This is an optimization exercise on Yosys and OpenROAD, whose aim is small area and a short achievable clock period, not a production implementation.
Where RTL was checked, it was by simulation tests only, not by an equivalence proof against the original.
Only the layout flow was run in run 6; the RTL was not checked for function there.
Power figures rest on the tool's default switching activity, not on a simulated workload.

## flow/design.v (module list and top-level ports; edited modules follow where they fit)
// module pipe_mult: 7 lines
// module delay_line: 14 lines
// module barrett_cfg: 63 lines
// module barrett_reduce: 5180 lines
// module barrett_top: 47 lines
module barrett_top (
  input  logic        clk_i,
  input  logic        rst_ni,
  input  logic        cfg_we_i,
  input  logic [47:0] cfg_i,         
  input  logic        in_valid_i,
  input  logic [35:0] in_i,          
  output logic        out_valid_o,
  output logic [19:0] out_o          
);
  // ...
==> flow/flow/run.sh <==
#!/bin/bash
# The standard layout, with plain buf_1 cells (not clkdlybuf4s50_1) as the
# port buffers that ORFS inserts before global placement. make's full output
# goes to standard.log; each ORFS step also keeps its own log under orfs/logs.
set -euo pipefail
export BUFFER_PORTS_ARGS="-buffer_cell sky130_fd_sc_hd__buf_1"
bash standard.sh > standard.log 2>&1
==> flow/standard.sh <==
#!/bin/bash
# synth_recipe.tcl (not shown) runs the flow's synth.tcl, then flattens the netlist and writes it again
# the make line also repeats each setting of config.mk as NAME=value (left out here)
make -C /OpenROAD-flow-scripts/flow DESIGN_CONFIG=/design/flow/config.mk WORK_HOME=/design/flow/orfs CLKGATE_MAP_FILE= SYNTH_SCRIPT=/design/flow/synth_recipe.tcl "${@:-finish}"
==> flow/config.mk <==
export PLATFORM = sky130hd
export DESIGN_NAME = barrett_top
export DESIGN_NICKNAME = barrett_top
export VERILOG_FILES = /design/flow/design.v
export SDC_FILE = /design/flow/constraint.sdc
export NUM_CORES = 4
export LEC_CHECK = 0
export CAP_MARGIN = 20
export CORE_MARGIN = 2
export CORE_UTILIZATION = 65
export CTS_BUF_LIST = sky130_fd_sc_hd__clkbuf_8
export CTS_CLUSTER_DIAMETER = 45
export CTS_CLUSTER_SIZE = 20
export PLACE_DENSITY = 0.7
export SETUP_SLACK_MARGIN = 4.1
export SLEW_MARGIN = 20
==> flow/constraint.sdc <==
create_clock -name core_clock -period 7.0 [get_ports {clk_i}]
set_input_delay 1.4000 -clock core_clock [delete_from_list [all_inputs] [get_ports {clk_i}]]
set_output_delay 1.4000 -clock core_clock [all_outputs]
set_load 0.01 [all_outputs]
==> flow_summary_export.csv, run 1 <==
group,metric,value,unit
finish,layout.nonclk_buf_frac,0.0445,
global_routing,grt_pass1_vias,13500,
route,m1WireLength,21.0,mm
synthesis,yosys.area.top_type,"dfxtp_1",
finish,top_regs,"barrett_cfg_i.q_o: 16 flops, barrett_reduce_i.r_o: 16 flops",
route,drt-total-wl,47.7,mm
clock_network,cts_tree,"built",
floorplan,io_pins,109,
route,top_layer,"met5",
route,vias,14400,
setup_path,worstSetupPathType,"flop to flop",
pwr,comb_cell_power,7780,uW
clock_network,clk_latency,550,ps
synthesis,synth_seq_area_share,0.358,
sta,grt_setup_unrepaired,"yes",
route,drtAntennaViolNets,0,
global_routing,gr-usage-met1,0.427,
floorplan,num_rows,63,
place,place_ws,3070,ps
finish,nMultiInputCombCells,1295,
sta,fin_hold_ws,325,ps
run_status,status,"complete, no violations",
synthesis,syn_nets,2267,
finish,final_nets,2350,
setup_path,worst-path-stages,9,
finish,inv_count,200,
finish,area_growth,11.2,%
pwr,sw_frac_of_total,0.445,
global_routing,use_met2,0.463,
synthesis,syn_area,19800,sq um
clock_network,clkSinkCount,329,
route,met2_length,21.5,mm
setup_path,crit_family,"compound AO/OA/AOI/OAI gates",
setup_path,arrival,3300,ps
==> run 2, diff against run 1 <==
--- a/flow/config.mk
+++ b/flow/config.mk
@@ -12,5 +12,5 @@
 export CTS_CLUSTER_DIAMETER = 45
 export CTS_CLUSTER_SIZE = 20
 export PLACE_DENSITY = 0.7
-export SETUP_SLACK_MARGIN = 4.1
+export SETUP_SLACK_MARGIN = 4.15
 export SLEW_MARGIN = 20
==> run 2 against run 1 <==
Against the previous run:
- still clean on timing, DRC and antenna
- flip-flop and latch count did not move
- maximum frequency down 2.2%
- worst setup slack got worse by 62 ps
- sequential share of layout area hardly changed
- highest routed layer unchanged
==> flow_summary_export.csv, run 2 <==
group,metric,value,unit
setup_path,crit_family,"compound AO/OA/AOI/OAI gates",
route,viasPerCell,5.88,
synthesis,synthArstFlopShare,0.0182,
sta,fin_hold_ws,328,ps
sta,period_minus_slack,2880,ps
global_routing,grt_usage,0.298,
clock_network,htreeDepth,2,
place,hpwl,34.6,mm
floorplan,die_y,178,um
worst_hold_path,hold_class,"flop to flop",
floorplan,num_rows,63,
clock_network,clkTransAtPathRegs,90,ps
place,placed_area,20300,sq um
setup_path,critical_path.most_common_cell,"mux2i_1",
finish,final_area,22000,sq um
setup_path,worst_setup_path_end_kind,"flop",
clock_network,clkSinkCount,329,
setup_path,crit_chain,"clkinvlp_4 > ha_4 > and4_1 > and3_1 > a32o_2 > mux2i_2 > a221oi_4 > clkbuf_16 > mux2i_1 > mux2i_1",
sta,hold_viol,0,
synthesis,synth_edf_count,46,
clock_network,cts_tree,"built",
setup_path,r2r_start,"barrett_cfg_i.q_o[11]$_DFFE_PP_",
setup_path,worstSetupPathType,"flop to flop",
finish,area_growth,11.3,%
pwr,powerDensity,567,nW/um^2
floorplan,fp.dieArea,31800,sq um
worst_hold_path,hold_start,"barrett_reduce_i.s2_xl_795_q$_DFF_P_",
finish,fin_cells,2445,
finish,final_nets,2354,
finish,final_common_cell,"dfxtp_1",
finish,layout_common_cells,"257 x dfxtp_1, 214 x xnor2_1, 191 x inv_1, 169 x a22oi_1, 143 x fa_1",
global_routing,grt_pass1_vias,13500,
place,place_inst,2315,
clock_network,clk_latency,560,ps
sta,finalClockSkew,21.2,ps
setup_path,ff2ff_path_depth,10,
flow_run,maxCapViolCount,0,
global_routing,antenna_found_initial,4,
pwr,vdd_drop_max,0.276,mV
sta,finalMaxSlewViolations,0,
route,drtIter0Drc,1277,
worst_hold_path,worstHoldPathCells,0,
synthesis,yosysWarnings,2,
global_routing,grt_pass1_wl,72.9,mm
route,vias,14400,
sta,tightest_slew,1020,ps
sta,max_slew_margin,0.321,
sta,timing.final.ws_setup,4120,ps
run_status,status,"complete, no violations",
synthesis,yosys-top-cells-area,"dfxtp_1 28%, fa_1 14%, xnor2_1 9.5%",
setup_path,critPathMaxFanout,7,
finish,drive_above_1_share,0.115,
finish,fill_cells,2208,
synthesis,synth.most_common_cell,"dfxtp_1",
sta,grt_setup_unrepaired,"yes",
setup_path,crit_start,"barrett_cfg_i.q_o[11]$_DFFE_PP_",
synthesis,yosys.area.top_type,"dfxtp_1",
setup_path,arrival,3310,ps
global_routing,grt_max_degree,47,
synthesis,avgSynthCellArea,10.2,sq um
worst_hold_path,min_to,"barrett_reduce_i.s3_xl_1203_q$_DFF_P_",
setup_path,crit_slowest_cell,"edfxtp_1",
synthesis,synth_seq_area_share,0.358,
place,gp_congestion,0.921,
floorplan,start_util,0.664,
route,drc,0,
setup_path,crit_buf_inv,2,
floorplan,io_pins,109,
clock_network,numCtsBuffers,36,
setup_path,cp_slowest_stage_delay,440,ps
route,drtAntennaViolNets,0,
route,drt-total-wl,47.3,mm
route,routedWlPerCell,19.3,um
synthesis,syn_area,19800,sq um
setup_path,regToRegSetupSlack,4120,ps
global_routing,grt_overflow,0,
sta,finalSetupTns,0,ps
clock_network,clock_path_buffers,3,
setup_path,r2r_end,"barrett_reduce_i.r_o[9]$_DFF_P_",
finish,area.sequential,7110,sq um
synthesis,synth_top_area_frac,0.280,
sta,setup_viol,0,
finish,multi_input_area,11800,sq um
synthesis,syn_nets,2267,
setup_path,crit_required,7430,ps
sta,fmax,347,MHz
synthesis,synthFlopType,"dfxtp_1",
synthesis,synth_cells,1938,
clock_network,ctsHoldBuffers,0,
route,firstDrtPassIters,6,
synthesis,synthTopCellsByCount,"277 x dfxtp_1, 215 x xnor2_1, 194 x inv_1",
synthesis,ys_seq_elements,329,
place,place_ws,3120,ps
floorplan,die_w,178,um
clock_network,clk_root_buffer_cell,"clkbuf_8",
place,io_buffers,94,
synthesis,synth_cell_types,70,
setup_path,cp-start-kind,"flop",
sta,finalCritPeriodShare,0.411,
floorplan,core_area,29800,sq um
finish,top_regs,"barrett_cfg_i.q_o: 16 flops, barrett_reduce_i.r_o: 16 flops",
pwr,p_leak,0.00926,uW
run 2: cell counts after synthesis:
No cell type changed its count.
run 2: cells by family (layout without fill, tap and decap cells):
| kind of cell | Yosys count | count (layout) | synth area share |
|---|---|---|---|
| AO/OA/AOI/OAI | 446 | 446 | 0.153 |
| multiplexers | 53 | 53 | 0.0296 |
| other | 0 | 3 | 0 |
| AND/OR/NAND/NOR | 269 | 269 | 0.0654 |
| XOR/XNOR | 285 | 286 | 0.127 |
| adder cells (fa/ha/maj) | 241 | 241 | 0.207 |
| flip-flops | 329 | 329 | 0.358 |
| buffers and inverters | 315 | 428 | 0.0607 |
run 2: routing by layer:
metal | track usage | vias up | wire [um] | share of wire
met3 | 0.0644 | 89 | 3990 | 0.084
met4 | 0.0935 | 2 | 1230 | 0.026
met2 | 0.456 | 605 | 21100 | 0.45
li1 | - | 6769 | - | -
met1 | 0.425 | 6910 | 20900 | 0.44
met5 | 0 | - | 11 | 0.00023
run 2: worst max-delay path by stage:
stage / endpoint / slack [ps] / cells past startpoint
3_5_place_dp: barrett_reduce_i.r_o[13]$_DFF_P_ / 3120 / 10
5_1_grt: barrett_reduce_i.r_o[14]$_DFF_P_ / 4030 / 10
3_3_place_gp: barrett_reduce_i.r_o[13]$_DFF_P_ / 3150 / 10
4_1_cts: barrett_reduce_i.s4_cols_1733_q$_DFF_P_ / 4150 / 7
2_1_floorplan: barrett_reduce_i.s2_cols_813_q$_DFF_P_ / 4160 / 10
6_report: barrett_reduce_i.r_o[9]$_DFF_P_ / 4120 / 10
run 2: repair_timing:
item                       CTS  global route
resized for setup           24            58
pin swaps                    0            17
setup buffers               18            42
gates cloned                 1             1
setup endpoints to repair   56            47
run 2: where the power goes:
group	switching (uW)	internal, uW
Clock	740	678
Sequential	600	2650
Combinational	4240	3590
run 2: layout make-up:
class,count,area share
Multi-Input combinational cell,1295,0.535
Sequential cell,329,0.323
Tap cell,390,0.0222
Inverter,200,0.0356
Clock buffer,36,0.0225
Timing Repair Buffer,163,0.0464
Clock inverter,29,0.0149
Antenna cell,3,0.000341
run 2: metrics by stage:
step,power [uW],util
CTS,12100,0.717
finish,12500,0.739
global route,13600,0.739
detailed placement,10500,0.680
floorplan,8590,-
global placement,10200,0.680
==> run 3, diff against run 2 <==
--- a/flow/config.mk
+++ b/flow/config.mk
@@ -9,8 +9,9 @@
 export CORE_MARGIN = 2
 export CORE_UTILIZATION = 65
 export CTS_BUF_LIST = sky130_fd_sc_hd__clkbuf_8
-export CTS_CLUSTER_DIAMETER = 45
-export CTS_CLUSTER_SIZE = 20
+export CTS_CLUSTER_DIAMETER = 50
+export CTS_CLUSTER_SIZE = 24
 export PLACE_DENSITY = 0.7
-export SETUP_SLACK_MARGIN = 4.15
+export SETUP_SLACK_MARGIN = 4.1
 export SLEW_MARGIN = 20
+export TNS_END_PERCENT = 50
==> run 3 against run 2 <==
Against the previous run:
- area after synthesis is the same
- critical endpoint is now barrett_reduce_i.r_o[1]$_DFF_P_
- highest routed layer unchanged
- sequential power is essentially flat
- largest power group unchanged
- register-to-register slack lost 20 ps
==> flow_summary_export.csv, run 3 <==
group,metric,value,unit
global_routing,antenna_found_initial,3,
synthesis,syn_nets,2267,
floorplan,io_pins,109,
floorplan,start_util,0.664,
setup_path,cp_slowest_stage_delay,460,ps
global_routing,grt_pass1_wl,72.8,mm
pwr,powerDensity,563,nW/um^2
place,io_buffers,94,
pwr,sw_frac_of_total,0.453,
floorplan,core_area,29800,sq um
sta,period_minus_slack,2900,ps
clock_network,clk_root_buffer_cell,"clkbuf_8",
sta,timing.final.ws_setup,4100,ps
setup_path,worst_setup_path_end_kind,"flop",
synthesis,synth_top_family_by_area,"adder cells",
clock_network,clkSinkCount,329,
floorplan,die_w,178,um
synthesis,synth_edf_count,46,
pwr,pwr-share-seq,0.264,
synthesis,synth-xor-area-share,0.127,
sta,finalSetupTns,0,ps
place,place_ws,3070,ps
finish,final_common_cell,"dfxtp_1",
route,drc,0,
place,gp_congestion,0.924,
pwr,power_frac_clock,0.106,
synthesis,synth_cells,1938,
pwr,switching_power,5570,uW
clock_network,clock_path_buffers,3,
synthesis,yosys.area.top_type,"dfxtp_1",
global_routing,grt_usage,0.297,
floorplan,die_y,178,um
synthesis,synthSimpleGateAreaFrac,0.0654,
sta,setup_viol,0,
pwr,combPwrFrac,0.630,
setup_path,critPathMaxFanout,7,
route,drtAntennaViolNets,0,
route,drt-total-wl,47.8,mm
synthesis,yosys.area_share.adder,0.207,
setup_path,crit_family,"compound AO/OA/AOI/OAI gates",
setup_path,r2r_start,"barrett_cfg_i.q_o[12]$_DFFE_PP_",
flow_run,maxCapViolCount,0,
synthesis,synthFlopType,"dfxtp_1",
run_status,status,"complete, no violations",
setup_path,crit_buf_inv,2,
synthesis,synthArstFlopShare,0.0182,
pwr,p_leak,0.00918,uW
synthesis,ys_seq_elements,329,
clock_network,ctsHoldBuffers,0,
synthesis,synth.most_common_cell,"dfxtp_1",
setup_path,regToRegSetupSlack,4100,ps
clock_network,cts_tree,"built",
route,firstDrtPassIters,6,
clock_network,clkTransAtPathRegs,120,ps
synthesis,syn_area,19800,sq um
clock_network,htreeDepth,1,
synthesis,synth_top_area_frac,0.280,
clock_network,numCtsBuffers,30,
route,viasPerCell,5.87,
setup_path,worstSetupPathType,"flop to flop",
floorplan,fp.dieArea,31800,sq um
synthesis,yosysWarnings,2,
setup_path,crit_start,"barrett_cfg_i.q_o[12]$_DFFE_PP_",
finish,final_nets,2346,
synthesis,synthTopCellsByCount,"277 x dfxtp_1, 215 x xnor2_1, 194 x inv_1",
sta,finalMaxSlewViolations,0,
sta,finalCritPeriodShare,0.415,
sta,finalClockSkew,38.5,ps
sta,fmax,345,MHz
finish,drive_above_1_share,0.105,
sta,tightest_slew,1050,ps
worst_hold_path,hold_class,"flop to flop",
synthesis,yosys-top-cells-area,"dfxtp_1 28%, fa_1 14%, xnor2_1 9.5%",
synthesis,synth_cell_types,70,
setup_path,arrival,3430,ps
worst_hold_path,hold_start,"barrett_reduce_i.s2_xl_793_q$_DFF_P_",
setup_path,crit_slowest_cell,"edfxtp_1",
global_routing,grt_overflow,0,
place,hpwl,34.9,mm
global_routing,grt_max_degree,47,
sta,max_slew_margin,0.298,
pwr,vdd_drop_max,0.292,mV
setup_path,critical_path.most_common_cell,"mux2i_1",
route,drtIter0Drc,1134,
finish,area_growth,10.4,%
sta,grt_setup_unrepaired,"yes",
global_routing,grt_pass1_vias,13500,
floorplan,num_rows,63,
finish,layout_common_cells,"260 x dfxtp_1, 214 x xnor2_1, 190 x inv_1, 169 x a22oi_1, 143 x fa_1",
route,vias,14300,
finish,top_regs,"barrett_cfg_i.q_o: 16 flops, barrett_reduce_i.r_o: 16 flops",
pwr,internal_power,6720,uW
route,routedWlPerCell,19.7,um
synthesis,synth-compound-area-share,0.153,
setup_path,crit_chain,"inv_1 > ha_1 > and4_1 > and3_1 > a32o_2 > mux2i_2 > a221oi_4 > clkbuf_16 > mux2i_1 > mux2i_1",
synthesis,avgSynthCellArea,10.2,sq um
setup_path,cp-start-kind,"flop",
sta,hold_viol,0,
setup_path,crit_required,7530,ps
synthesis,synth.area.mux_share,0.0296,
synthesis,synth_seq_area_share,0.358,
clock_network,clk_latency,630,ps
==> run 3: cell counts after synthesis <==
Identical to the previous run, type by type.
==> run 3: layout make-up <==
class | count | area [sq um]
diodes | 1 | 2.50
multi-input cells | 1295 | 11700
clock inverters | 23 | 302
fillers | 2212 | 7970
inverters | 200 | 779
clock buffers | 32 | 440
well taps | 390 | 488
repair buffers | 161 | 986
flip-flops and latches | 329 | 7100
==> run 3: path summary, 6_finish.rpt <==
check | end | cells past startpoint
worst max-delay path | barrett_reduce_i.r_o[1]$_DFF_P_ | 10
worst min-delay path | barrett_reduce_i.s3_xl_1201_q$_DFF_P_ | 0
worst max register to register | barrett_reduce_i.r_o[1]$_DFF_P_ | 10
worst min register to register | barrett_reduce_i.s3_xl_1201_q$_DFF_P_ | 0
max in group asynchronous | barrett_reduce_i.v_q[0]$_DFF_PN0_ | 1
min in group asynchronous | barrett_reduce_i.v_q[4]$_DFF_PN0_ | 1
==> run 3: metal layers <==
layer,track usage,routed length [um],vias to the layer above
li1,-,-,6736
met1,0.415,20900,6866
met2,0.463,21400,558
met3,0.0705,4260,94
met4,0.0793,1220,4
met5,0,26,-
==> run 3: per-stage QoR <==
stage               cell area (sq um)  std cells   util  hold WS (ps)  total power [uW]
floorplan                       19800       1938      -           310              8580
global route                    21800       2430  0.732           331             13400
CTS                             21300       2391  0.713           324             11900
global placement                20200       2315  0.679           310             10200
detailed placement              20200       2315  0.679           312             10500
finish                          21800       2431  0.733           322             12300
==> run 3: power groups by stage <==
stage	combinational (uW)	sequential, uW	clock [uW]
after floorplan	5640	2940	0
after global placement	6940	3270	0
after detailed placement	7170	3290	0
after CTS	7340	3240	1330
after global routing	8690	3310	1400
final	7740	3250	1300
==> run 3: cells by family (layout without fill, tap and decap cells) <==
family	after synthesis	after routing
simple gates	269	269
buf+inv	315	416
other cells	0	1
flops	329	329
mux	53	53
fa+ha+maj	241	241
xor+xnor	285	286
compound gates	446	446
==> run 3: repair_timing <==
item	in CTS	in global routing
buffers inserted	20	38
pin swaps	0	11
setup endpoints to repair	49	43
cloned	1	1
resized for setup	18	53
==> run 4, diff against run 3 <==
--- a/flow/config.mk
+++ b/flow/config.mk
@@ -14,4 +14,3 @@
 export PLACE_DENSITY = 0.7
 export SETUP_SLACK_MARGIN = 4.1
 export SLEW_MARGIN = 20
-export TNS_END_PERCENT = 50
==> run 4 against run 3 <==
Against the previous run:
- synthesized cell count unchanged
- cell count shrank 0.45%
- area after synthesis unchanged
- register-to-register slack gained 80 ps
- sequential share of layout area increased by 0.27 points
- clock power about the same
- utilization decreased by 0.58 points
==> flow_summary_export.csv, run 4 <==
group,metric,value,unit
clock_network,cts_tree,"built",
synthesis,yosys.area.top_type,"dfxtp_1",
place,gp_congestion,0.924,
sta,hold_viol,0,
setup_path,arrival,3340,ps
floorplan,io_pins,109,
route,vias,14200,
route,viasPerCell,5.87,
pwr,pwr-share-seq,0.266,
place,hpwl,34.9,mm
route,drt-total-wl,47.3,mm
global_routing,grt_usage,0.297,
worst_hold_path,hold_class,"flop to flop",
global_routing,grt_pass1_wl,72.9,mm
global_routing,grt_pass1_vias,13500,
place,place_inst,2315,
clock_network,clkSinkCount,329,
setup_path,critical_path.most_common_cell,"mux2i_1",
sta,finalClockSkew,42.5,ps
setup_path,worstSetupPathType,"flop to flop",
clock_network,clock_path_buffers,3,
clock_network,ctsHoldBuffers,0,
synthesis,synth_top_area_frac,0.280,
synthesis,yosysWarnings,2,
sta,fin_hold_ws,323,ps
clock_network,htreeDepth,1,
finish,drive_above_1_share,0.0981,
synthesis,syn_area,19800,sq um
setup_path,crit_slowest_cell,"edfxtp_1",
finish,final_nets,2335,
synthesis,synth.most_common_cell,"dfxtp_1",
floorplan,start_util,0.664,
synthesis,syn_nets,2267,
sta,finalMaxSlewViolations,0,
place,io_buffers,94,
synthesis,synthTopCellsByCount,"277 x dfxtp_1, 215 x xnor2_1, 194 x inv_1",
clock_network,clkTransAtPathRegs,120,ps
floorplan,core_area,29800,sq um
synthesis,synth_cells,1938,
finish,post-route-util,0.727,
sta,finalCritPeriodShare,0.404,
pwr,powerDensity,562,nW/um^2
global_routing,grt_max_degree,47,
global_routing,antenna_found_initial,3,
setup_path,worst_setup_path_end_kind,"flop",
route,drc,0,
pwr,sw_frac_of_total,0.454,
synthesis,synth_cell_types,70,
setup_path,cp_slowest_stage_delay,440,ps
route,drtAntennaViolNets,0,
sta,fmax,354,MHz
synthesis,synthArstFlopShare,0.0182,
finish,fin_cells,2420,
pwr,p_leak,0.00911,uW
finish,layout_common_cells,"258 x dfxtp_1, 215 x xnor2_1, 191 x inv_1, 169 x a22oi_1, 143 x fa_1",
setup_path,crit_chain,"clkinvlp_4 > ha_1 > and4_1 > and3_1 > a32o_2 > mux2i_1 > a221oi_4 > buf_12 > mux2i_1 > o21ai_2",
place,place_ws,3070,ps
pwr,switching_power,5530,uW
synthesis,yosys-top-cells-area,"dfxtp_1 28%, fa_1 14%, xnor2_1 9.5%",
finish,area_growth,9.50,%
sta,tightest_slew,1050,ps
finish,top_regs,"barrett_cfg_i.q_o: 16 flops, barrett_reduce_i.r_o: 16 flops",
setup_path,crit_buf_inv,2,
finish,fill_cells,2235,
floorplan,die_y,178,um
sta,finalSetupTns,0,ps
pwr,power_frac_clock,0.107,
route,firstDrtPassIters,6,
sta,grt_setup_unrepaired,"yes",
synthesis,synth_seq_area_share,0.358,
floorplan,die_w,178,um
synthesis,avgSynthCellArea,10.2,sq um
synthesis,ys_seq_elements,329,
sta,timing.final.ws_setup,4170,ps
synthesis,synth_edf_count,46,
setup_path,crit_family,"compound AO/OA/AOI/OAI gates",
synthesis,synthFlopType,"dfxtp_1",
clock_network,clk_root_buffer_cell,"clkbuf_8",
floorplan,fp.dieArea,31800,sq um
setup_path,crit_required,7510,ps
setup_path,cp-start-kind,"flop",
global_routing,grt_overflow,0,
sta,max_slew_margin,0.297,
pwr,vdd_drop_max,0.293,mV
route,routedWlPerCell,19.5,um
sta,setup_viol,0,
floorplan,num_rows,63,
flow_run,maxCapViolCount,0,
run_status,status,"complete, no violations",
route,drtIter0Drc,1174,
sta,period_minus_slack,2830,ps
pwr,internal_power,6650,uW
clock_network,clk_latency,630,ps
pwr,combPwrFrac,0.627,
clock_network,numCtsBuffers,30,
finish,final_common_cell,"dfxtp_1",
setup_path,critPathMaxFanout,15,
-- run 4: metal layers --
layer  vias to the layer above  part of all wire  GRT usage  wire length (um)
li1                       6715                 -          -                 -
met4                         4             0.025     0.0803              1180
met2                       623              0.44      0.462             21000
met3                        90             0.099     0.0723              4660
met1                      6770              0.43      0.417             20400
met5                         -           0.00055          0                26
-- run 4: final cells by class --
type / instances / area [sq um] / share of cell area
Multi-Input combinational cell: 1295 / 11700 / 0.538
Sequential cell: 329 / 7100 / 0.328
Timing Repair Buffer: 150 / 882 / 0.0407
Inverter: 200 / 777 / 0.0359
Tap cell: 390 / 488 / 0.0225
Clock buffer: 32 / 440 / 0.0203
Clock inverter: 23 / 302 / 0.0139
Antenna cell: 1 / 2.50 / 0.000116
-- run 4: cell families (layout without fill, tap and decap cells) --
kind of cell	after synthesis	in the layout	synth area share
AOI/OAI and AO/OA	446	446	0.153
xor gates and xnor gates	285	286	0.127
adders and majority gates	241	241	0.207
buffers and inverters	315	405	0.0607
DFF	329	329	0.358
muxes	53	53	0.0296
other	0	1	0
and+or+nand+nor	269	269	0.0654
-- run 4: timing repair --
item / 4_1_cts / 5_1_grt
cloned: 1 / 0
gates resized for setup: 20 / 41
pin swaps: 0 / 8
setup endpoints to repair: 49 / 39
setup buffers: 24 / 24
-- run 4: worst paths after layout --
check                                                           from                                     to  slack, ps  cells past startpoint
min in group asynchronous                                     rst_ni      barrett_reduce_i.v_q[4]$_DFF_PN0_        610                      1
max in group asynchronous                                     rst_ni      barrett_reduce_i.v_q[0]$_DFF_PN0_       6170                      1
worst min-delay path            barrett_reduce_i.s2_xl_793_q$_DFF_P_  barrett_reduce_i.s3_xl_1201_q$_DFF_P_        320                      0
worst max-delay path                 barrett_cfg_i.q_o[11]$_DFFE_PP_       barrett_reduce_i.r_o[13]$_DFF_P_       4170                     10
worst min register to register  barrett_reduce_i.s2_xl_793_q$_DFF_P_  barrett_reduce_i.s3_xl_1201_q$_DFF_P_        320                      0
worst max register to register       barrett_cfg_i.q_o[11]$_DFFE_PP_       barrett_reduce_i.r_o[13]$_DFF_P_       4170                     10
-- run 4: power groups by stage --
stage	Combinational (uW)	Clock [uW]	Sequential, uW
6_report	7630	1300	3240
5_1_grt	8590	1400	3300
4_1_cts	7360	1330	3240
3_5_place_dp	7170	0	3290
3_3_place_gp	6940	0	3270
2_1_floorplan	5640	0	2940
-- run 4: worst register-to-register path, cell delays in order, from the launching register on --
cell,delay [ps]
edfxtp_1,440
clkinvlp_4,200
ha_1,390
and4_1,230
and3_1,200
a32o_2,310
mux2i_1,160
a221oi_4,240
buf_12,200
mux2i_1,260
o21ai_2,70
-- run 4: stage by stage --
step	instance area (sq um)	total power (uW)
global route	21700	13300
floorplan	19800	8580
finish	21700	12200
detailed placement	20200	10500
CTS	21300	11900
global placement	20200	10200
==> run 5, diff against run 4 <==
--- a/flow/config.mk
+++ b/flow/config.mk
@@ -11,6 +11,7 @@
 export CTS_BUF_LIST = sky130_fd_sc_hd__clkbuf_8
 export CTS_CLUSTER_DIAMETER = 50
 export CTS_CLUSTER_SIZE = 24
-export PLACE_DENSITY = 0.7
+export PLACE_DENSITY = 0.65
 export SETUP_SLACK_MARGIN = 4.1
 export SLEW_MARGIN = 20
+export TNS_END_PERCENT = 100
==> run 5 against run 4 <==
Against the previous run:
- non-clock buffer count is the same
- die area unchanged
- highest routed layer unchanged
- sequential share of layout area stayed put
- wire length unchanged
- final area unchanged
- utilization is the same
==> flow_summary_export.csv, run 5 <==
group,metric,value,unit
setup_path,critPathMaxFanout,15,
route,firstDrtPassIters,6,
sta,grt_setup_unrepaired,"yes",
clock_network,clk_latency,630,ps
clock_network,numCtsBuffers,30,
sta,period_minus_slack,2830,ps
route,routedWlPerCell,19.5,um
floorplan,core_area,29800,sq um
route,drc,0,
synthesis,synth_seq_area_share,0.358,
clock_network,clkSinkCount,329,
synthesis,synth_top_area_frac,0.280,
sta,tightest_slew,1050,ps
sta,fmax,354,MHz
setup_path,crit_required,7510,ps
clock_network,cts_tree,"built",
synthesis,avgSynthCellArea,10.2,sq um
clock_network,htreeDepth,1,
synthesis,syn_area,19800,sq um
synthesis,ys_seq_elements,329,
pwr,vdd_drop_max,0.293,mV
global_routing,grt_max_degree,47,
run_status,status,"complete, no violations",
finish,area_growth,9.50,%
sta,finalCritPeriodShare,0.404,
pwr,p_total,12200,uW
sta,setup_viol,0,
synthesis,synthFlopType,"dfxtp_1",
route,vias,14200,
route,drtAntennaViolNets,0,
place,hpwl,34.9,mm
floorplan,fp.dieArea,31800,sq um
place,io_buffers,94,
pwr,powerDensity,562,nW/um^2
global_routing,antenna_found_initial,3,
clock_network,clock_path_buffers,3,
floorplan,io_pins,109,
sta,max_slew_margin,0.297,
floorplan,die_y,178,um
finish,final_common_cell,"dfxtp_1",
place,placed_area,20200,sq um
finish,layout_common_cells,"258 x dfxtp_1, 215 x xnor2_1, 191 x inv_1, 169 x a22oi_1, 143 x fa_1",
place,gp_congestion,0.924,
setup_path,cp-start-kind,"flop",
synthesis,synthTopCellsByCount,"277 x dfxtp_1, 215 x xnor2_1, 194 x inv_1",
sta,hold_viol,0,
sta,finalSetupTns,0,ps
synthesis,synthArstFlopShare,0.0182,
synthesis,yosys.area.top_type,"dfxtp_1",
floorplan,num_rows,63,
pwr,p_leak,0.00911,uW
worst_hold_path,hold_class,"flop to flop",
setup_path,worst_setup_path_end_kind,"flop",
sta,finalClockSkew,42.5,ps
synthesis,yosys-top-cells-area,"dfxtp_1 28%, fa_1 14%, xnor2_1 9.5%",
synthesis,synth_cell_types,70,
global_routing,grt_pass1_vias,13500,
sta,finalMaxSlewViolations,0,
flow_run,maxCapViolCount,0,
finish,top_regs,"barrett_cfg_i.q_o: 16 flops, barrett_reduce_i.r_o: 16 flops",
synthesis,synth_edf_count,46,
setup_path,arrival,3340,ps
clock_network,clk_root_buffer_cell,"clkbuf_8",
floorplan,die_w,178,um
finish,drive_above_1_share,0.0981,
route,drt-total-wl,47.3,mm
finish,final_nets,2335,
route,drtIter0Drc,1174,
floorplan,start_util,0.664,
finish,fill_cells,2235,
synthesis,yosysWarnings,2,
setup_path,worstSetupPathType,"flop to flop",
synthesis,syn_nets,2267,
synthesis,synth_cells,1938,
global_routing,grt_pass1_wl,72.9,mm
global_routing,grt_overflow,0,
synthesis,synth.most_common_cell,"dfxtp_1",
clock_network,clkTransAtPathRegs,120,ps
finish,final_area,21700,sq um
route,viasPerCell,5.87,
global_routing,grt_usage,0.297,
[run 5: cell counts in the layout (fill, tap and decap cells not counted)]
No cell type changed its count.
[run 5: layer usage]
| metal | track usage | up-vias | part of all wire |
|---|---|---|---|
| li1 | - | 6715 | - |
| met1 | 0.417 | 6770 | 0.43 |
| met2 | 0.462 | 623 | 0.44 |
| met3 | 0.0723 | 90 | 0.099 |
| met4 | 0.0803 | 4 | 0.025 |
| met5 | 0 | - | 0.00055 |
[run 5: where the power goes]
part	internal, uW	total [uW]	switching [uW]
registers	2650	3240	597
clock network	531	1300	771
logic	3470	7630	4160
[run 5: kinds of logic after synthesis]
family / synth area share
AO/OA/AOI/OAI: 0.153
XOR/XNOR: 0.127
adder cells (fa/ha/maj): 0.207
buffers and inverters: 0.0607
flip-flops: 0.358
multiplexers: 0.0296
AND/OR/NAND/NOR: 0.0654
[run 5: final cells by class]
cell class              count  area, sq um  area share
repair buffers            150          882      0.0407
clock buffers              32          440      0.0203
flip-flops and latches    329         7100       0.328
clock inverters            23          302      0.0139
diodes                      1         2.50    0.000116
inverters                 200          777      0.0359
well taps                 390          488      0.0225
multi-input cells        1295        11700       0.538
[run 5: repair_timing]
action	CTS	global route
cloned	1	0
setup endpoints to repair	49	39
setup buffers	24	24
hold buffers	0	0
pin swaps	0	8
resized for setup	20	41
[run 5: worst max-delay path, cell delays in order (launching register included)]
cell and delay, ps:
edfxtp_1 440, clkinvlp_4 200, ha_1 390, and4_1 230
and3_1 200, a32o_2 310, mux2i_1 160, a221oi_4 240
buf_12 200, mux2i_1 260, o21ai_2 60
[run 5: final timing paths]
check	start	to	slack, ps	cells after the start
setup / recovery	barrett_cfg_i.q_o[11]$_DFFE_PP_	barrett_reduce_i.r_o[13]$_DFF_P_	4170	10
hold / removal	barrett_reduce_i.s2_xl_793_q$_DFF_P_	barrett_reduce_i.s3_xl_1201_q$_DFF_P_	320	0
setup reg to reg	barrett_cfg_i.q_o[11]$_DFFE_PP_	barrett_reduce_i.r_o[13]$_DFF_P_	4170	10
hold reg to reg	barrett_reduce_i.s2_xl_793_q$_DFF_P_	barrett_reduce_i.s3_xl_1201_q$_DFF_P_	320	0
max in group asynchronous	rst_ni	barrett_reduce_i.v_q[0]$_DFF_PN0_	6170	1
min in group asynchronous	rst_ni	barrett_reduce_i.v_q[4]$_DFF_PN0_	610	1
[run 5: through the flow]
stage          setup WS (ps)  cells  hold WS, ps   util
3_3_place_gp            3130   2315          310  0.679
2_1_floorplan           4120   1938          310      -
3_5_place_dp            3070   2315          312  0.679
5_1_grt                 4030   2419          331  0.727
6_report                4170   2420          323  0.727
4_1_cts                 4110   2395          324  0.715
==> module barrett_cfg, before the edit <==
module barrett_cfg (
  input  logic        clk_i,
  input  logic        cfg_we_i,
  input  logic [15:0] q_i,
  input  logic [31:0] mu_i,
  output logic [3:0]  s_o,
  output logic [15:0] q_o,
  output logic [8:0]  m1_one_o,
  output logic [8:0]  m1_two_o,
  output logic [7:0]  m1_neg_o,
  output logic [8:0]  m2_one_o,
  output logic [7:0]  m2_two_o,
  output logic [7:0]  m2_neg_o
);
  logic [3:0]  s_calc;
  logic [18:0] mb;    
  logic [18:0] qb;    
  logic [8:0]  m1_one, m1_two, m1_neg, m2_one, m2_two;
  logic       z8, z4h, z4l;
  logic [3:0] t;    
  logic [7:0] u;    
  assign z8  = ~|q_i[15:8];
  assign z4h = ~|q_i[15:12];
  assign z4l = ~|q_i[7:4];
  always_comb begin
    for (int i = 0; i < 4; i++) t[i] = ~|q_i[4*i+3 -: 2];
    for (int i = 0; i < 8; i++) u[i] = ~q_i[2*i+1];
  end
  assign s_calc[3] = z8;
  assign s_calc[2] = z8 ? z4l : z4h;
  assign s_calc[1] = z8 ? (z4l ? t[0] : t[1]) : (z4h ? t[2] : t[3]);
  assign s_calc[0] = z8 ? (z4l ? (t[0] ? u[0] : u[1]) : (t[1] ? u[2] : u[3]))
                        : (z4h ? (t[2] ? u[4] : u[5]) : (t[3] ? u[6] : u[7]));
  assign mb = {1'b0, (mu_i[17] ? 17'h1ffff : mu_i[16:0]), 1'b0};
  assign qb = {2'b00, q_o, 1'b0};
  always_comb begin
    for (int i = 0; i < 9; i++) begin
      m1_one[i] = mb[2*i+1] ^ mb[2*i];
      m1_two[i] = (mb[2*i+2] & ~mb[2*i+1] & ~mb[2*i])
                | (~mb[2*i+2] & mb[2*i+1] & mb[2*i]);
      m1_neg[i] = mb[2*i+2];
      m2_one[i] = qb[2*i+1] ^ qb[2*i];
      m2_two[i] = (qb[2*i+2] & ~qb[2*i+1] & ~qb[2*i])
                | (~qb[2*i+2] & qb[2*i+1] & qb[2*i]);
    end
  end
  always_ff @(posedge clk_i) begin
    if (cfg_we_i) begin
      s_o      <= s_calc;
      q_o      <= q_i;
      m1_one_o <= m1_one;
      m1_two_o <= m1_two;
      m1_neg_o <= m1_neg[7:0];
    end
  end
  always_ff @(posedge clk_i) begin
    m2_one_o <= m2_one;
    m2_two_o <= m2_two[7:0];
  end
  always_comb begin
    for (int i = 0; i < 8; i++) m2_neg_o[i] = ~q_o[2*i+1];
  end
endmodule
==> run 6, diff against run 5 <==
--- a/flow/design.v
+++ b/flow/design.v
@@ -75,7 +75,7 @@
   assign s_calc[0] = z8 ? (z4l ? (t[0] ? u[0] : u[1]) : (t[1] ? u[2] : u[3]))
                         : (z4h ? (t[2] ? u[4] : u[5]) : (t[3] ? u[6] : u[7]));
   assign mb = {1'b0, (mu_i[17] ? 17'h1ffff : mu_i[16:0]), 1'b0};
-  assign qb = {2'b00, q_o, 1'b0};
+  assign qb = {2'b00, q_i, 1'b0};
   always_comb begin
     for (int i = 0; i < 9; i++) begin
       m1_one[i] = mb[2*i+1] ^ mb[2*i];
@@ -94,12 +94,10 @@
       m1_one_o <= m1_one;
       m1_two_o <= m1_two;
       m1_neg_o <= m1_neg[7:0];
+      m2_one_o <= m2_one;
+      m2_two_o <= m2_two[7:0];
     end
   end
-  always_ff @(posedge clk_i) begin
-    m2_one_o <= m2_one;
-    m2_two_o <= m2_two[7:0];
-  end
   always_comb begin
     for (int i = 0; i < 8; i++) m2_neg_o[i] = ~q_o[2*i+1];
   end
==> flow/run.sh (new file) <==
#!/bin/bash
# synth_recipe.tcl (not shown) runs the flow's synth.tcl, then flattens the netlist and writes it again
# the make line also repeats each setting of config.mk as NAME=value (left out here)
make -C /OpenROAD-flow-scripts/flow DESIGN_CONFIG=/design/flow/config.mk WORK_HOME=/design/flow/orfs CLKGATE_MAP_FILE= SYNTH_SCRIPT=/design/flow/synth_recipe.tcl finish
--- a/flow/config.mk
+++ b/flow/config.mk
@@ -9,9 +9,6 @@
 export CORE_MARGIN = 2
 export CORE_UTILIZATION = 65
 export CTS_BUF_LIST = sky130_fd_sc_hd__clkbuf_8
-export CTS_CLUSTER_DIAMETER = 50
-export CTS_CLUSTER_SIZE = 24
-export PLACE_DENSITY = 0.65
-export SETUP_SLACK_MARGIN = 4.1
+export CTS_CLUSTER_SIZE = 40
+export SETUP_SLACK_MARGIN = 4.0
 export SLEW_MARGIN = 20
-export TNS_END_PERCENT = 100
removed: flow/flow/run.sh
removed: flow/standard.sh
==> run 6 against run 5 <==
Against the previous run:
- clock skew fell by 8.4 ps
- cell count grew 1.9%
- critical path depth shrank 6
- wire length is 1.7% higher
- flip-flop and latch count is 2 lower
- worst hold slack worse by 2.7 ps
- non-clock buffer count down 18
- maximum frequency down 4.9%
- highest routed layer is now met4
==> flow_summary_export.csv, run 6 <==
group,metric,value,unit
sta,grt_setup_unrepaired,"yes",
synthesis,synth_top_area_frac,0.259,
flow_run,maxCapViolCount,0,
clock_network,clock_path_buffers,3,
synthesis,synth_edf_count,61,
synthesis,synth_cell_types,85,
synthesis,yosys-top-cells-area,"dfxtp_1 26%, fa_1 14%, edfxtp_1 9.1%",
setup_path,cp-start-kind,"input port",
setup_path,arrival,3280,ps
synthesis,syn_nets,2280,
synthesis,synth_seq_area_share,0.357,
floorplan,num_rows,64,
finish,post-route-util,0.740,
pwr,p_leak,0.00947,uW
route,routedWlPerCell,19.5,um
setup_path,crit_family,"simple AND/OR/NAND/NOR gates",
setup_path,worst_setup_path_end_kind,"flop",
synthesis,yosysWarnings,2,
floorplan,start_util,0.660,
global_routing,grt_usage,0.294,
route,drc,0,
setup_path,worstSetupPathType,"input port to flop",
finish,multi_input_area,11900,sq um
sta,period_minus_slack,2970,ps
sta,hold_viol,0,
place,gp_congestion,0.922,
pwr,vdd_drop_max,0.264,mV
floorplan,fp.dieArea,32400,sq um
finish,final_common_cell,"dfxtp_1",
clock_network,numCtsBuffers,52,
synthesis,synthSimpleGateAreaFrac,0.0765,
finish,area_growth,12.2,%
synthesis,synth_cells,1951,
global_routing,grt_pass1_vias,14800,
pwr,powerDensity,552,nW/um^2
route,drt-total-wl,48.0,mm
floorplan,die_y,180,um
finish,fill_cells,2203,
sta,max_slew_margin,0.334,
global_routing,grt_overflow,0,
floorplan,die_w,180,um
finish,diodes,0,
finish,drive_above_1_share,0.0884,
place,hpwl,36.0,mm
synthesis,yosys.area.top_type,"dfxtp_1",
finish,fin_cells,2465,
worst_hold_path,hold_class,"flop to flop",
floorplan,io_pins,109,
synthesis,avgSynthCellArea,10.3,sq um
sta,finalSetupTns,0,ps
synthesis,synth.most_common_cell,"dfxtp_1",
clock_network,clk_root_buffer_cell,"clkbuf_8",
global_routing,antenna_found_initial,0,
place,io_buffers,94,
route,vias,14600,
finish,layout_common_cells,"255 x dfxtp_1, 206 x xnor2_1, 199 x inv_1, 168 x a22oi_1, 143 x fa_1",
clock_network,htreeDepth,2,
route,drtIter0Drc,1148,
synthesis,synth_top_family_by_area,"adder cells",
synthesis,synth-compound-area-share,0.156,
place,place_inst,2336,
setup_path,crit_chain,"clkdlybuf4s50_1 > or4_1 > nor4b_4 > a21oi_1",
sta,finalCritPeriodShare,0.424,
sta,tightest_slew,998,ps
clock_network,clkTransAtPathRegs,60,ps
synthesis,yosys.area_share.adder,0.203,
synthesis,synthFlopType,"dfxtp_1",
setup_path,crit_slowest_cell,"or4_1",
finish,final_nets,2355,
run_status,status,"complete, no violations",
clock_network,clk_latency,620,ps
sta,fmax,337,MHz
sta,finalMaxSlewViolations,0,
synthesis,synthArstFlopShare,0.0183,
clock_network,cts_tree,"built",
synthesis,synth-xor-area-share,0.123,
sta,finalClockSkew,34.2,ps
route,viasPerCell,5.93,
setup_path,crit_buf_inv,1,
global_routing,grt_max_degree,62,
route,drtAntennaViolNets,0,
finish,top_regs,"barrett_cfg_i.q_o: 16 flops, barrett_reduce_i.r_o: 16 flops",
synthesis,ys_seq_elements,327,
synthesis,syn_area,20100,sq um
setup_path,cp_slowest_stage_delay,700,ps
clock_network,ctsHoldBuffers,0,
setup_path,crit_required,7310,ps
setup_path,critPathMaxFanout,8,
sta,setup_viol,0,
finish,area.sequential,7190,sq um
route,firstDrtPassIters,6,
floorplan,core_area,30500,sq um
global_routing,grt_pass1_wl,76.3,mm
clock_network,clkSinkCount,327,
synthesis,synth.area.mux_share,0.0258,
synthesis,synthTopCellsByCount,"260 x dfxtp_1, 206 x xnor2_1, 185 x inv_1",
==> run 6: cell count changes after synthesis, sizes merged, moves of 8 or more <==
cell	change
edfxtp	+15
o21a	+8
xnor2	-10
o21ai	-10
a21oi	-26
dfxtp	-17
buf	-9
nand4	+10
nor2	+10
mux2i	-15
==> run 6: path summary, 6_finish.rpt <==
kind	slack, ps	startpoint	depth (start not counted)	endpoint
min in group asynchronous	1020	rst_ni	1	barrett_reduce_i.v_q[3]$_DFF_PN0_
max in group asynchronous	5780	rst_ni	1	barrett_reduce_i.v_q[2]$_DFF_PN0_
setup / recovery	4030	cfg_i[45]	4	barrett_cfg_i.s_o[2]$_DFFE_PP_
hold / removal	320	barrett_reduce_i.s2_xl_791_q$_DFF_P_	0	barrett_reduce_i.s3_xl_1199_q$_DFF_P_
hold reg to reg	320	barrett_reduce_i.s2_xl_791_q$_DFF_P_	0	barrett_reduce_i.s3_xl_1199_q$_DFF_P_
setup reg to reg	4080	barrett_reduce_i.s1_xt_34_q$_DFF_P_	6	barrett_reduce_i.s2_cols_810_q$_DFF_P_
==> run 6: cell families (layout without fill, tap and decap cells) <==
family / count (synthesis) / count (layout)
flops: 327 / 327
buf+inv: 305 / 422
fa+ha+maj: 241 / 241
mux: 43 / 44
simple gates: 307 / 307
compound gates: 446 / 446
xor+xnor: 282 / 282
==> run 6: through the flow <==
stage / hold slack (ps) / cell area (sq um) / total power, uW / setup slack [ps]
final: 320 / 22600 / 12500 / 4030
after global routing: 328 / 22600 / 13600 / 3920
after CTS: 324 / 22300 / 12400 / 4000
after detailed placement: 313 / 21200 / 10600 / 3260
after global placement: 310 / 21200 / 10400 / 3320
after floorplan: 310 / 20100 / 8760 / 4080
==> run 6: area by class of cell <==
class,instances,share of cell area
inverter,193,0.0326
sequential,327,0.319
clock buffer,57,0.0348
clock inverter,40,0.00998
tap,396,0.0219
timing repair buffer,132,0.0559
multi-input combinational,1320,0.526
==> run 6: worst reg2reg max path, cell delays in order (launching register included) <==
cell,delay (ps)
dfxtp_1,790
a22oi_1,250
xor2_1,260
fa_1,470
fa_1,490
inv_1,60
fa_1,480
==> run 6: routing by layer <==
| metal | global-route usage | share of wire | vias up |
|---|---|---|---|
| met5 | 0 | 0 | - |
| met4 | 0.125 | 0.036 | 0 |
| met3 | 0.0395 | 0.056 | 118 |
| met2 | 0.531 | 0.51 | 559 |
| met1 | 0.353 | 0.40 | 7081 |
| li1 | - | - | 6864 |
==> run 6: power by group <==
part | internal, uW | total [uW] | switching (uW)
Sequential | 2650 | 3260 | 610
Clock | 797 | 1570 | 770
Combinational | 3520 | 7640 | 4110
Total | 6970 | 12500 | 5490
==> run 6: what timing repair did <==
action / in CTS / in global routing
pin swaps: 0 / 2
gates cloned: 1 / 0
resized for setup: 12 / 19
setup buffers: 10 / 21
endpoints found under the setup margin: 29 / 34

[static timing again, ports no longer ideal]
The flow's constraints put no driver on any port. The routed layouts listed below were extracted and timed again, unchanged, in two steps. Step 1 sets driving cells, clkbuf_16 on the clock port and buf_2 on the other inputs (assumed; they add their load-dependent delay and slew). Step 2 also shifts input and output timing later by t, the mid clock arrival at the registers, as if the neighbouring blocks saw the same clock. a / b / c = ideal / step 1 / step 2; a / b = the first two.
run	shift t [ns]	slack for setup (ns)	worst slew at a driven data input, ns
run 1	0.588	4.183 / 4.183 / 4.183	0.07
run 2	0.599	4.121 / 4.121 / 4.121	0.08
run 3	0.663	4.098 / 4.098 / 4.098	0.07
run 4	0.661	4.174 / 4.174 / 4.174	0.07
run 5	0.661	4.174 / 4.174 / 4.174	0.07
run 6	0.655	4.029 / 4.035 / 3.397	0.05
After both steps setup and hold are still met in every run listed. The setup slack of run 6, which loses most, moves by +0.006 ns with the drivers and by -0.632 ns with both steps.
